Context: an optimization exercise on an open-source flow, tuned for small area, a short achievable clock period and few clock cycles per item. The choices shown serve that exercise and are no tape-out recipe.
Function was checked by simulation only, so behaviour that the tests miss may differ from the original.
Power and IR drop assume default switching activity.

==> inputs of delta <==
Design note_tracker, start of the top module:
module note_tracker #(
  parameter int NUM_OCTAVES = 5,
  parameter int BIN_W       = 12,
  parameter int MAG_W       = 10,
  parameter int HOLD_FRAMES = 2,
  localparam int NOTES      = 12 * NUM_OCTAVES
) (
  input  logic             clk,
  input  logic             reset,
  input  logic [BIN_W-1:0] bin_addr,
  input  logic [MAG_W-1:0] bin_mag,
  input  logic             bin_we,
  input  logic             bin_last,
  input  logic [MAG_W-1:0] threshold,
  input  logic [MAG_W-1:0] hysteresis,
  input  logic             cfg_we,
  input  logic [5:0]       cfg_note,
  input  logic [BIN_W-1:0] cfg_bin,
  input  logic             cfg_en,
  output logic [3:0]       note,
  output logic [2:0]       octave,
  output logic             note_valid,
  output logic             result_strobe,
  output logic [NOTES-1:0] active_mask,
  output logic             busy,
  output logic             overrun
);
==> flow/config.mk <==
export PLATFORM = sky130hd
export DESIGN_NAME = note_tracker
export DESIGN_NICKNAME = note_tracker
export VERILOG_FILES = /design/flow/design.v
export SDC_FILE = /design/flow/constraint.sdc
export NUM_CORES = 4
export LEC_CHECK = 0
export ABC_AREA = 1
export CAP_MARGIN = 20
export CORE_MARGIN = 2
export CORE_UTILIZATION = 65
export CTS_CLUSTER_DIAMETER = 90
export CTS_CLUSTER_SIZE = 25
export PLACE_DENSITY = 0.72
export SETUP_SLACK_MARGIN = 4.25
export SLEW_MARGIN = 20
export BUFFER_PORTS_ARGS = -buffer_cell sky130_fd_sc_hd__buf_4
==> flow/constraint.sdc <==
create_clock -name core_clock -period 7.0 [get_ports {clk}]
set_input_delay 1.4000 -clock core_clock [delete_from_list [all_inputs] [get_ports {clk}]]
set_output_delay 1.4000 -clock core_clock [all_outputs]
set_load 0.01 [all_outputs]
standard.sh (not shown) runs the stock make flow with config.mk's settings and CLKGATE_MAP_FILE= SYNTH_SCRIPT=/design/flow/synth_recipe.tcl, a recipe that flattens the netlist after the stock synthesis.
==> flow/flow/run.sh <==
#!/bin/bash
# Layout flow: the standard flow (standard.sh), with one change: the
# buffers that buffer_ports puts on every input and output port are
# sky130_fd_sc_hd__buf_4 instead of the default (a slow delay buffer).
set -e
cp standard.sh standard_sh_copy.txt
for f in config.mk "$FLOW_CONFIG"; do
  if [ -f "$f" ] && ! grep -q BUFFER_PORTS_ARGS "$f"; then
    echo 'export BUFFER_PORTS_ARGS = -buffer_cell sky130_fd_sc_hd__buf_4' >> "$f"
  fi
done
bash standard.sh > standard.log 2>&1
==> umber (differences from delta) <==
--- a/flow/design.v
+++ b/flow/design.v
@@ -52,28 +52,10 @@
         g[k] = g[k] | (p[k] & g[k-d]);
         p[k] = p[k] & p[k-d];
       end
     mag_add = {g[MAG_W-1], h ^ {g[MAG_W-2:0], 1'b0}};
   endfunction
-  function automatic logic add_ge(input logic [MAG_W-1:0] a,
-                                  input logic [MAG_W-1:0] b,
-                                  input logic [MAG_W-1:0] c);
-    logic [MAG_W+1:0] x, y, g, p;
-    logic [MAG_W+2:0] gg, pp;
-    x  = {2'b00, a ^ b ^ ~c};
-    y  = {1'b0, (a & b) | (a & ~c) | (b & ~c), 1'b0};
-    g  = x & y;
-    p  = x ^ y;
-    gg = {g, 1'b1};               
-    pp = {p, 1'b0};
-    for (int d = 1; d < MAG_W + 3; d = d * 2)
-      for (int k = MAG_W + 2; k >= d; k--) begin
-        gg[k] = gg[k] | (pp[k] & gg[k-d]);
-        pp[k] = pp[k] & pp[k-d];
-      end
-    add_ge = (p[MAG_W] ^ gg[MAG_W]) | (p[MAG_W+1] ^ gg[MAG_W+1]);
-  endfunction
   logic reset_r;
   logic p1, pA, pB;               
   logic accept, acc_last;
   assign accept   = bin_we && !busy && !result_strobe && !reset;
   assign acc_last = accept && bin_last;
@@ -99,12 +81,10 @@
   logic [BIN_W-1:0] addr_r;
   logic [MAG_W-1:0] X;            
   logic [MAG_W-1:0] mag_r;        
   logic [MAG_W-1:0] mag_r2;       
   logic             m_gt_t;       
-  logic             m_ge_r;       
-  logic             fwd_r;        
   logic             rz_r;         
   logic [NUM_OCTAVES-1:0] cwe_g;  
   logic [11:0]      cwe_k;        
   logic             cen_r;
   logic [BIN_W-1:0] cbin_r;
@@ -112,14 +92,10 @@
     v      <= accept;
     addr_r <= bin_addr;
     mag_r  <= bin_mag;
     mag_r2 <= mag_r;
     m_gt_t <= !mag_ge(threshold, bin_mag);
-    m_ge_r <= add_ge(bin_mag, hysteresis, threshold);
-    if (p1)            fwd_r <= mag_ge(threshold, mag_r);
-    else if (bin_last) fwd_r <= !add_ge(mag_r, hysteresis, threshold);
-    else               fwd_r <= mag_ge(bin_mag, mag_r);
     rz_r   <= !t_nh[MAG_W];
     if (p1)            X <= threshold;
     else if (bin_last) X <= t_nh[MAG_W-1:0];
     else               X <= bin_mag;
     for (int g = 0; g < NUM_OCTAVES; g++)
@@ -133,18 +109,22 @@
   logic             tbl_en  [NOTES];
   logic [BIN_W-1:0] tbl_bin [NOTES];
   logic [MAG_W-1:0] peak    [NOTES];
   logic [NOTES-1:0] c1;
   logic [NOTES-1:0] upd_r, ge, match;
+  logic             ge_fwd;       
+  logic             ge_last;      
   logic             clr;
   logic [MAG_W-1:0] wr_mag;
+  assign ge_fwd  = mag_ge(X, mag_r2);
+  assign ge_last = mag_ge(X, mag_r);
   assign clr     = reset_r || result_strobe;
   assign wr_mag  = clr ? '0 : mag_r2;
   always_comb
     for (int i = 0; i < NOTES; i++) begin
       match[i] = v && tbl_en[i] && tbl_bin[i] == addr_r;
-      ge[i]    = upd_r[i] ? fwd_r : mag_ge(X, peak[i]);
+      ge[i]    = upd_r[i] ? ge_fwd : mag_ge(X, peak[i]);
     end
   always_ff @(posedge clk) begin
     for (int i = 0; i < NOTES; i++) begin
       if (reset_r)
         tbl_en[i] <= 1'b0;
@@ -163,11 +143,11 @@
       a_new[i] = !upd_r[i] ? (active_mask[i] || c1[i])
                            : (active_mask[i] && !c1[i]);
   always_ff @(posedge clk) begin
     for (int i = 0; i < NOTES; i++) begin
       logic ltr;
-      ltr = ge[i] && !rz_r && !(match[i] && m_ge_r);
+      ltr = ge[i] && !rz_r && !(match[i] && !ge_last);
       if (reset_r)
         c1[i] <= 1'b0;
       else if (p1)
         c1[i] <= active_mask[i] ? ltr : (c1[i] && !ltr);
       else if (pB)
==> flow/run.sh (new file) <==
#!/bin/bash
# synth_recipe.tcl (not shown) runs the flow's synth.tcl, then flattens the netlist and writes it again
# the make line also repeats each setting of config.mk as NAME=value (left out here)
make -C /OpenROAD-flow-scripts/flow DESIGN_CONFIG=/design/flow/config.mk WORK_HOME=/design/flow/orfs CLKGATE_MAP_FILE= SYNTH_SCRIPT=/design/flow/synth_recipe.tcl finish
Settings changed: ABC_AREA 1 to unset, BUFFER_PORTS_ARGS -buffer_cell sky130_fd_sc_hd__buf_4 to unset, CTS_CLUSTER_DIAMETER 90 to 100, CTS_CLUSTER_SIZE 25 to 30, SETUP_SLACK_MARGIN 4.25 to 4.1.
removed: flow/flow/run.sh
removed: flow/standard.sh
==> onyx (differences from delta) <==
==> flow/design.v (replaced) <==
module note_tracker #(
  parameter int NUM_OCTAVES = 5,
  parameter int BIN_W       = 12,
  parameter int MAG_W       = 10,
  parameter int HOLD_FRAMES = 2,
  localparam int NOTES      = 12 * NUM_OCTAVES
) (
  input  logic             clk,
  input  logic             reset,
  input  logic [BIN_W-1:0] bin_addr,
  input  logic [MAG_W-1:0] bin_mag,
  input  logic             bin_we,
  input  logic             bin_last,
  input  logic [MAG_W-1:0] threshold,
  input  logic [MAG_W-1:0] hysteresis,
  input  logic             cfg_we,
  input  logic [5:0]       cfg_note,
  input  logic [BIN_W-1:0] cfg_bin,
  input  logic             cfg_en,
  output logic [3:0]       note,
  output logic [2:0]       octave,
  output logic             note_valid,
  output logic             result_strobe,
  output logic [NOTES-1:0] active_mask,
  output logic             busy,
  output logic             overrun
);
  function automatic logic [1:0] mag_cmp(input logic [MAG_W-1:0] a,
                                         input logic [MAG_W-1:0] b);
    logic [15:0] g, p;
    g = '0;
    p = '1;
    for (int k = 0; k < MAG_W; k++) begin
      g[k] = a[k] & ~b[k];
      p[k] = a[k] | ~b[k];
    end
    for (int w = 16; w > 1; w = w / 2)
      for (int j = 0; j < w / 2; j++) begin
        g[j] = g[2*j+1] | (p[2*j+1] & g[2*j]);
        p[j] = p[2*j+1] & p[2*j];
      end
    mag_cmp = {g[0], g[0] | p[0]};
  endfunction
  function automatic logic [MAG_W:0] mag_add(input logic [MAG_W-1:0] a,
                                             input logic [MAG_W-1:0] b);
    logic [MAG_W-1:0] g, p, h;
    g = a & b;
    p = a ^ b;
    h = p;
    for (int d = 1; d < MAG_W; d = d * 2)
      for (int k = MAG_W - 1; k >= d; k--) begin
        g[k] = g[k] | (p[k] & g[k-d]);
        p[k] = p[k] & p[k-d];
      end
    mag_add = {g[MAG_W-1], h ^ {g[MAG_W-2:0], 1'b0}};
  endfunction
  logic reset_r;
  logic pA, pB, pC;               
  logic accept, acc_last;
  assign accept   = bin_we && !busy && !result_strobe && !reset;
  assign acc_last = accept && bin_last;
  always_ff @(posedge clk) begin
    reset_r <= reset;
    if (reset) begin
      pA <= 1'b0; pB <= 1'b0; pC <= 1'b0;
      busy          <= 1'b0;
      result_strobe <= 1'b0;
      overrun       <= 1'b0;
    end else begin
      pA <= acc_last;
      pB <= pA;
      pC <= pB;
      busy          <= acc_last || pA || pB;
      result_strobe <= pC;
      if (bin_we && (busy || result_strobe)) overrun <= 1'b1;
    end
  end
  logic [MAG_W:0] t_nh;
  assign t_nh = mag_add(threshold, ~hysteresis);
  logic             v;            
  logic [BIN_W-1:0] addr_r;
  logic [MAG_W-1:0] X;            
  logic [MAG_W-1:0] mag_r;        
  logic             m_gt_t;       
  logic             r_zero;       
  logic [NUM_OCTAVES-1:0] cwe_g;  
  logic [11:0]      cwe_k;        
  logic             cen_r;
  logic [BIN_W-1:0] cbin_r;
  always_ff @(posedge clk) begin
    v      <= accept;
    addr_r <= bin_addr;
    mag_r  <= bin_mag;
    m_gt_t <= mag_cmp(bin_mag, threshold) >> 1;
    r_zero <= !t_nh[MAG_W];
    for (int g = 0; g < NUM_OCTAVES; g++)
      cwe_g[g] <= cfg_we && !reset && cfg_note >= 6'(12 * g)
                  && cfg_note < 6'(12 * g + 12);
    for (int k = 0; k < 12; k++)
      cwe_k[k] <= (cfg_note % 6'd12) == 6'(k);
    cen_r  <= cfg_en;
    cbin_r <= cfg_bin;
    if (pA)                X <= threshold;
    else if (!(pB || pC))  X <= bin_last ? t_nh[MAG_W-1:0] : bin_mag;
  end
  logic             tbl_en  [NOTES];
  logic [BIN_W-1:0] tbl_bin [NOTES];
  logic [MAG_W-1:0] peak    [NOTES];
  logic [NOTES-1:0] c1;
  logic [NOTES-1:0] ge, match;
  logic             ge_last;      
  logic             clr;
  logic [MAG_W-1:0] wr_mag;
  assign clr     = reset_r || result_strobe;
  assign wr_mag  = clr ? '0 : mag_r;
  assign ge_last = mag_cmp(X, mag_r) & 1'b1;
  always_comb
    for (int i = 0; i < NOTES; i++) begin
      ge[i]    = mag_cmp(X, peak[i]) & 1'b1;
      match[i] = v && tbl_en[i] && tbl_bin[i] == addr_r;
    end
  always_ff @(posedge clk) begin
    for (int i = 0; i < NOTES; i++) begin
      if (reset_r)
        tbl_en[i] <= 1'b0;
      else if (cwe_g[i / 12] && cwe_k[i % 12])
        tbl_en[i] <= cen_r;
      if (cwe_g[i / 12] && cwe_k[i % 12])
        tbl_bin[i] <= cbin_r;
      if (clr || (match[i] && (pA ? m_gt_t : ge[i])))
        peak[i] <= wr_mag;
    end
  end
  always_ff @(posedge clk) begin
    for (int i = 0; i < NOTES; i++) begin
      logic ltr, gtt;
      ltr = ge[i] && !r_zero && !(match[i] && !ge_last);
      gtt = !ge[i];
      if (reset_r)
        c1[i] <= 1'b0;
      else if (pA)
        c1[i] <= active_mask[i] ? ltr : (c1[i] && !ltr);
      else if (pB)
        c1[i] <= gtt ? (active_mask[i] || c1[i])
                     : (active_mask[i] && !c1[i]);
      else if (pC)
        c1[i] <= !active_mask[i] && gtt && !c1[i];
    end
    if (reset)
      active_mask <= '0;
    else if (pC)
      active_mask <= c1;
  end
  logic [NUM_OCTAVES-1:0] grp_any;
  logic [3:0] grp_pc [NUM_OCTAVES];
  logic [3:0] enc_pc;
  logic [2:0] enc_oc;
  always_comb begin
    for (int g = 0; g < NUM_OCTAVES; g++) begin
      grp_any[g] = |c1[12*g +: 12];
      grp_pc[g]  = 4'd0;
      for (int k = 11; k >= 0; k--)
        if (c1[12*g + k]) grp_pc[g] = 4'(k + 1);
    end
    enc_pc = 4'd0;
    enc_oc = 3'd0;
    for (int g = NUM_OCTAVES - 1; g >= 0; g--)
      if (grp_any[g]) begin
        enc_pc = grp_pc[g];
        enc_oc = 3'(g + 1);
      end
  end
  always_ff @(posedge clk) begin
    if (reset) begin
      note       <= '0;
      octave     <= '0;
      note_valid <= 1'b0;
    end else if (pC) begin
      note       <= enc_pc;
      octave     <= enc_oc;
      note_valid <= |grp_any;
    end
  end
endmodule
==> flow/run.sh (new file) <==
#!/bin/bash
# synth_recipe.tcl (not shown) runs the flow's synth.tcl, then flattens the netlist and writes it again
# the make line also repeats each setting of config.mk as NAME=value (left out here)
make -C /OpenROAD-flow-scripts/flow DESIGN_CONFIG=/design/flow/config.mk WORK_HOME=/design/flow/orfs CLKGATE_MAP_FILE= SYNTH_SCRIPT=/design/flow/synth_recipe.tcl finish
Settings changed: ABC_AREA 1 to unset, BUFFER_PORTS_ARGS -buffer_cell sky130_fd_sc_hd__buf_4 to unset, CTS_CLUSTER_DIAMETER 90 to 100, CTS_CLUSTER_SIZE 25 to 30, SETUP_SLACK_MARGIN 4.25 to 3.8.
removed: flow/flow/run.sh
removed: flow/standard.sh
==> zinc (differences from delta) <==
--- a/flow/design.v
+++ b/flow/design.v
@@ -52,28 +52,10 @@
         g[k] = g[k] | (p[k] & g[k-d]);
         p[k] = p[k] & p[k-d];
       end
     mag_add = {g[MAG_W-1], h ^ {g[MAG_W-2:0], 1'b0}};
   endfunction
-  function automatic logic add_ge(input logic [MAG_W-1:0] a,
-                                  input logic [MAG_W-1:0] b,
-                                  input logic [MAG_W-1:0] c);
-    logic [MAG_W+1:0] x, y, g, p;
-    logic [MAG_W+2:0] gg, pp;
-    x  = {2'b00, a ^ b ^ ~c};
-    y  = {1'b0, (a & b) | (a & ~c) | (b & ~c), 1'b0};
-    g  = x & y;
-    p  = x ^ y;
-    gg = {g, 1'b1};               
-    pp = {p, 1'b0};
-    for (int d = 1; d < MAG_W + 3; d = d * 2)
-      for (int k = MAG_W + 2; k >= d; k--) begin
-        gg[k] = gg[k] | (pp[k] & gg[k-d]);
-        pp[k] = pp[k] & pp[k-d];
-      end
-    add_ge = (p[MAG_W] ^ gg[MAG_W]) | (p[MAG_W+1] ^ gg[MAG_W+1]);
-  endfunction
   logic reset_r;
   logic p1, pA, pB;               
   logic accept, acc_last;
   assign accept   = bin_we && !busy && !result_strobe && !reset;
   assign acc_last = accept && bin_last;
@@ -99,12 +81,10 @@
   logic [BIN_W-1:0] addr_r;
   logic [MAG_W-1:0] X;            
   logic [MAG_W-1:0] mag_r;        
   logic [MAG_W-1:0] mag_r2;       
   logic             m_gt_t;       
-  logic             m_ge_r;       
-  logic             fwd_r;        
   logic             rz_r;         
   logic [NUM_OCTAVES-1:0] cwe_g;  
   logic [11:0]      cwe_k;        
   logic             cen_r;
   logic [BIN_W-1:0] cbin_r;
@@ -112,14 +92,10 @@
     v      <= accept;
     addr_r <= bin_addr;
     mag_r  <= bin_mag;
     mag_r2 <= mag_r;
     m_gt_t <= !mag_ge(threshold, bin_mag);
-    m_ge_r <= add_ge(bin_mag, hysteresis, threshold);
-    if (p1)            fwd_r <= mag_ge(threshold, mag_r);
-    else if (bin_last) fwd_r <= !add_ge(mag_r, hysteresis, threshold);
-    else               fwd_r <= mag_ge(bin_mag, mag_r);
     rz_r   <= !t_nh[MAG_W];
     if (p1)            X <= threshold;
     else if (bin_last) X <= t_nh[MAG_W-1:0];
     else               X <= bin_mag;
     for (int g = 0; g < NUM_OCTAVES; g++)
@@ -133,18 +109,22 @@
   logic             tbl_en  [NOTES];
   logic [BIN_W-1:0] tbl_bin [NOTES];
   logic [MAG_W-1:0] peak    [NOTES];
   logic [NOTES-1:0] c1;
   logic [NOTES-1:0] upd_r, ge, match;
+  logic             ge_fwd;       
+  logic             ge_last;      
   logic             clr;
   logic [MAG_W-1:0] wr_mag;
+  assign ge_fwd  = mag_ge(X, mag_r2);
+  assign ge_last = mag_ge(X, mag_r);
   assign clr     = reset_r || result_strobe;
   assign wr_mag  = clr ? '0 : mag_r2;
   always_comb
     for (int i = 0; i < NOTES; i++) begin
       match[i] = v && tbl_en[i] && tbl_bin[i] == addr_r;
-      ge[i]    = upd_r[i] ? fwd_r : mag_ge(X, peak[i]);
+      ge[i]    = upd_r[i] ? ge_fwd : mag_ge(X, peak[i]);
     end
   always_ff @(posedge clk) begin
     for (int i = 0; i < NOTES; i++) begin
       if (reset_r)
         tbl_en[i] <= 1'b0;
@@ -163,11 +143,11 @@
       a_new[i] = !upd_r[i] ? (active_mask[i] || c1[i])
                            : (active_mask[i] && !c1[i]);
   always_ff @(posedge clk) begin
     for (int i = 0; i < NOTES; i++) begin
       logic ltr;
-      ltr = ge[i] && !rz_r && !(match[i] && m_ge_r);
+      ltr = ge[i] && !rz_r && !(match[i] && !ge_last);
       if (reset_r)
         c1[i] <= 1'b0;
       else if (p1)
         c1[i] <= active_mask[i] ? ltr : (c1[i] && !ltr);
       else if (pB)
Settings changed: ABC_AREA 1 to unset, CTS_CLUSTER_DIAMETER 90 to 100, CTS_CLUSTER_SIZE 25 to 30, SETUP_SLACK_MARGIN 4.25 to 4.1.
==> summary.md <==
| Metric | Value |
|---|---|
| Fmax | `331.2 MHz` |
| Top Layer Used | `met4` |
| Max_cap viols | `0` |
| Multi-input gate share of total cell area | `32.04%` |
| Layout fillers | `approximately 7700` |
| Seq/Total Area, Yosys | `62.75%` |
| Critical Path, Cell by Cell | `buf_4 > a222oi_1 > o221ai_1 > o21ai_4 > a22o_4 > clkbuf_16 > a211o_1 > a211oi_2 > and3_1 > a211o_1` |
| Layout cells sized above 1 | `about 11%` |
| Final Power | `a little under 20000 uW` |
| Leakage | `approximately 0.027 uW` |
| Die width | `approximately 340 microns` |
| Inserted Clock Buffers | `a little over 60` |
| Seq power | `roughly 11000 uW` |
| Final WL | `roughly 220000 microns` |
| Final core occ | `72.14%` |
| Worst EP arrival | `~3.7 ns` |
| Via count | `around 51000` |
| Status | `no timing/DRC/antenna violations` |
| Tmin final | `around 3 ns` |
| Critical path's slowest cell | `a222oi_1` |
| Compound-Gate Fraction of Synth Area | `roughly 11%` |
| Top delay family on crit path | `compound AO/OA/AOI/OAI gates` |
[end of results for zinc]
==> summary.md <==
| Metric | Value |
|---|---|
| Status | `no timing/DRC/antenna violations` |
| Top Layer Used | `met5` |
| Top delay family on crit path | `adder cells` |
| Inserted Clock Buffers | `between 60 and 70` |
| Final Power | `a little under 20000 uW` |
| Tmin final | `slightly below 3 ns` |
| Critical Path, Cell by Cell | `clkdlybuf4s15_1 > maj3_2 > maj3_2 > maj3_2 > maj3_2 > maj3_2 > maj3_2 > nand2_1 > nand2_1` |
| Die width | `340.7 microns` |
| Critical path's slowest cell | `maj3_2` |
| Leakage | `between 0.02 and 0.03 uW` |
| Multi-input gate share of total cell area | `a little under a third` |
| Worst EP arrival | `3.58 ns` |
[end of results for umber]
==> summary.md <==
| Metric | Value |
|---|---|
| Final Max Slew Viols | `about 100` |
| Inserted Clock Buffers | `between 50 and 60` |
| Seq/Total Area, Yosys | `between 60 and 70%` |
| Layout cells sized above 1 | `approximately 11%` |
| Final WL | `209900 microns` |
| Leakage | `0.02539 uW` |
| Status | `finished with violations` |
| Violated checks | `max-capacitance violations, max-slew violations` |
| Top Layer Used | `met5` |
| Max_cap viols | `1` |
| Layout fillers | `~7300` |
| Compound-Gate Fraction of Synth Area | `under 10%` |
| Via count | `approximately 47000` |
[end of results for onyx]
==> summary.md <==
| Metric | Value |
|---|---|
| Status | `no timing/DRC/antenna violations` |
| Compound-Gate Fraction of Synth Area | `about an eighth` |
| Final Power | `20040 uW` |
| Fmax | `around 360 MHz` |
| Die width | `350.7 microns` |
| Seq power | `11300 uW` |
| Top delay family on crit path | `flip-flops` |
| Final core occ | `69.93%` |
| Max_cap viols | `0` |
| Seq/Total Area, Yosys | `59.23%` |
| Multi-input gate share of total cell area | `a little under a third` |
[end of results for delta]
Testbench counts of delta, summed over its fixed seeds: cycles 19,473, frames 320.
Testbench counts of umber, summed over its fixed seeds: cycles 19,473, frames 320.
Testbench counts of onyx, summed over its fixed seeds: cycles 19,473, frames 320.
Testbench counts of zinc, summed over its fixed seeds: cycles 19,473, frames 320.

-- what the ideal ports hide --
The flow's constraints put no driver on any port. The routed layouts listed below were extracted and timed again, unchanged, in two steps.
Step 1 (the two cells are an assumption about what drives the block):
set clk [get_ports {clk}]
set_driving_cell -lib_cell sky130_fd_sc_hd__clkbuf_16 $clk
set_driving_cell -lib_cell sky130_fd_sc_hd__buf_2 [delete_from_list [all_inputs] $clk]
Step 2 also shifts input and output timing later by t, the mid clock arrival at the registers, as if the neighbouring blocks saw the same clock.
a / b / c = ideal / step 1 / step 2; a / b = the first two.
run	t (ns)	slack for setup (ns)	worst hold slack (ns)	worst data-port slew with drivers (ns)	cell pins on the clock port's net
delta	0.784	4.255 / 4.172 / 3.588	0.354 / 0.354 / 0.354	0.07	1
umber	0.834	4.070 / 4.046 / 3.291	0.358 / 0.358 / 0.358	0.06	1
onyx	0.804	3.714 / 3.714 / 3.119	0.441 / 0.441 / 0.441	0.04	1
zinc	0.818	3.981 / 3.981 / 3.304	0.349 / 0.349 / 0.349	0.06	1
For umber, which loses most, drivers alone change the setup slack by -0.024 ns; drivers and shift together by -0.779 ns.
